This is an optimization exercise on Yosys and OpenROAD, whose aim is small area and a short achievable clock period, not a production implementation.
RTL that was checked went through simulation tests only; none was proved equivalent to the original.
No activity file was given, so power comes from the tool's default toggle rates.

==> module bpu_sel_bit, before the edit <==
module bpu_sel_bit (input logic [63:0] sel_n, input logic [63:0] data_n, input logic en_n,
                    output logic y);
   logic [31:0] p2;
   logic [15:0] p4n;
   logic [7:0]  p8;
   logic [3:0]  p16n;
   logic [1:0]  p32;
   logic        p64n;
   for (genvar i = 0; i < 32; i++) begin : g_l1
      bpu_oai22 u (.a1(sel_n[2*i]), .a2(data_n[2*i]), .b1(sel_n[2*i+1]), .b2(data_n[2*i+1]),
                   .y(p2[i]));
   end
   for (genvar i = 0; i < 16; i++) begin : g_l2
      bpu_nor2 u (.a(p2[2*i]), .b(p2[2*i+1]), .y(p4n[i]));
   end
   for (genvar i = 0; i < 8; i++) begin : g_l3
      bpu_nand2 u (.a(p4n[2*i]), .b(p4n[2*i+1]), .y(p8[i]));
   end
   for (genvar i = 0; i < 4; i++) begin : g_l4
      bpu_nor2 u (.a(p8[2*i]), .b(p8[2*i+1]), .y(p16n[i]));
   end
   for (genvar i = 0; i < 2; i++) begin : g_l5
      bpu_nand2 u (.a(p16n[2*i]), .b(p16n[2*i+1]), .y(p32[i]));
   end
   bpu_nor2 u_l6 (.a(p32[0]), .b(p32[1]), .y(p64n));
   bpu_nor2 u_l7 (.a(p64n), .b(en_n), .y(y));
endmodule
clock: 8.0 ns
lec_check: 0
cap_margin: 20
core_margin: 2
core_utilization: 65
cts_buf_list: sky130_fd_sc_hd__clkbuf_8 sky130_fd_sc_hd__clkbuf_16
cts_cluster_diameter: 60
cts_cluster_size: 30
setup_slack_margin: 2.5
slew_margin: 20
synth_hierarchical: 1
run.sh (not shown) runs the stock make flow with config.mk's settings and CLKGATE_MAP_FILE= SYNTH_SCRIPT=/design/flow/synth_recipe.tcl, a recipe that flattens the netlist after the stock synthesis.
==> next run, changes <==
--- a/flow/design.v
+++ b/flow/design.v
@@ -10,10 +10,13 @@
 module bpu_nor2 (input logic a, b, output logic y);
    assign y = !(a | b);
 endmodule
 module bpu_nor3 (input logic a, b, c, output logic y);
    assign y = !(a | b | c);
+endmodule
+module bpu_aoi21 (input logic a1, a2, b1, output logic y);
+   assign y = !((a1 & a2) | b1);
 endmodule
 module bpu_nand4 (input logic a, b, c, d, output logic y);
    assign y = !(a & b & c & d);
 endmodule
 module bpu_nor4 (input logic a, b, c, d, output logic y);
@@ -48,32 +51,26 @@
 endmodule
 module bpu_sel_bit (input logic [63:0] sel_n, input logic [63:0] data_n, input logic en_n,
                     output logic y);
    logic [31:0] p2;
    logic [15:0] p4n;
-   logic [7:0]  p8;
-   logic [3:0]  p16n;
-   logic [1:0]  p32;
-   logic        p64n;
+   logic [3:0]  p16;
+   logic [1:0]  p32n;
    for (genvar i = 0; i < 32; i++) begin : g_l1
       bpu_oai22 u (.a1(sel_n[2*i]), .a2(data_n[2*i]), .b1(sel_n[2*i+1]), .b2(data_n[2*i+1]),
                    .y(p2[i]));
    end
    for (genvar i = 0; i < 16; i++) begin : g_l2
       bpu_nor2 u (.a(p2[2*i]), .b(p2[2*i+1]), .y(p4n[i]));
    end
-   for (genvar i = 0; i < 8; i++) begin : g_l3
-      bpu_nand2 u (.a(p4n[2*i]), .b(p4n[2*i+1]), .y(p8[i]));
-   end
-   for (genvar i = 0; i < 4; i++) begin : g_l4
-      bpu_nor2 u (.a(p8[2*i]), .b(p8[2*i+1]), .y(p16n[i]));
-   end
-   for (genvar i = 0; i < 2; i++) begin : g_l5
-      bpu_nand2 u (.a(p16n[2*i]), .b(p16n[2*i+1]), .y(p32[i]));
-   end
-   bpu_nor2 u_l6 (.a(p32[0]), .b(p32[1]), .y(p64n));
-   bpu_nor2 u_l7 (.a(p64n), .b(en_n), .y(y));
+   for (genvar i = 0; i < 4; i++) begin : g_l3
+      bpu_nand4 u (.a(p4n[4*i]), .b(p4n[4*i+1]), .c(p4n[4*i+2]), .d(p4n[4*i+3]), .y(p16[i]));
+   end
+   for (genvar i = 0; i < 2; i++) begin : g_l4
+      bpu_nor2 u (.a(p16[2*i]), .b(p16[2*i+1]), .y(p32n[i]));
+   end
+   bpu_aoi21 u_l5 (.a1(p32n[0]), .a2(p32n[1]), .b1(en_n), .y(y));
 endmodule
 module bpu_predictor #(
    parameter int INDEX_BITS = 6,
    parameter int TAG_BITS   = 8
 ) (
=> Worst setup slack is worse by 260 ps; first-iteration DRC count is higher by 4.5%; final cell count is lower by 2.1%; clock skew is lower by 15 ps; sequential power hardly moves; die area is lower by 0.56%; area after synthesis is lower by 0.57%; final area hardly moves; critical path depth is lower by 1; hold slack is worse by 5.1 ps.
No functional check of the RTL was part of the second run of this note.

==> separate check: timing with driven ports <==
Ports are ideal in the flow. The routed layouts listed here were re-timed in OpenROAD.
Step 1 (the two cells are an assumption about what drives the block):
set clk [get_ports {clk}]
set_driving_cell -lib_cell sky130_fd_sc_hd__clkbuf_16 $clk
set_driving_cell -lib_cell sky130_fd_sc_hd__buf_2 [delete_from_list [all_inputs] $clk]
Step 2 also shifts input and output timing later by t, the mid clock arrival at the registers, as if the neighbouring blocks saw the same clock.
Slacks: ideal / step 1 / step 2; pairs: ideal / step 1.
run | t, ns | setup slack, ns | hold WS [ns] | worst setup path at the end | clock arrival spread, ns
the first run | 0.920 | 2.358 / 2.193 / 1.592 | 0.481 / 0.481 / 0.481 | input to register | 0.065 / 0.065
the second run | 0.946 | 2.102 / 2.039 / 1.543 | 0.476 / 0.476 / 0.476 | input to register | 0.053 / 0.053
After both steps setup and hold are still met in every run listed. For the first run, which loses most, drivers alone change the setup slack by -0.165 ns; drivers and shift together by -0.766 ns.
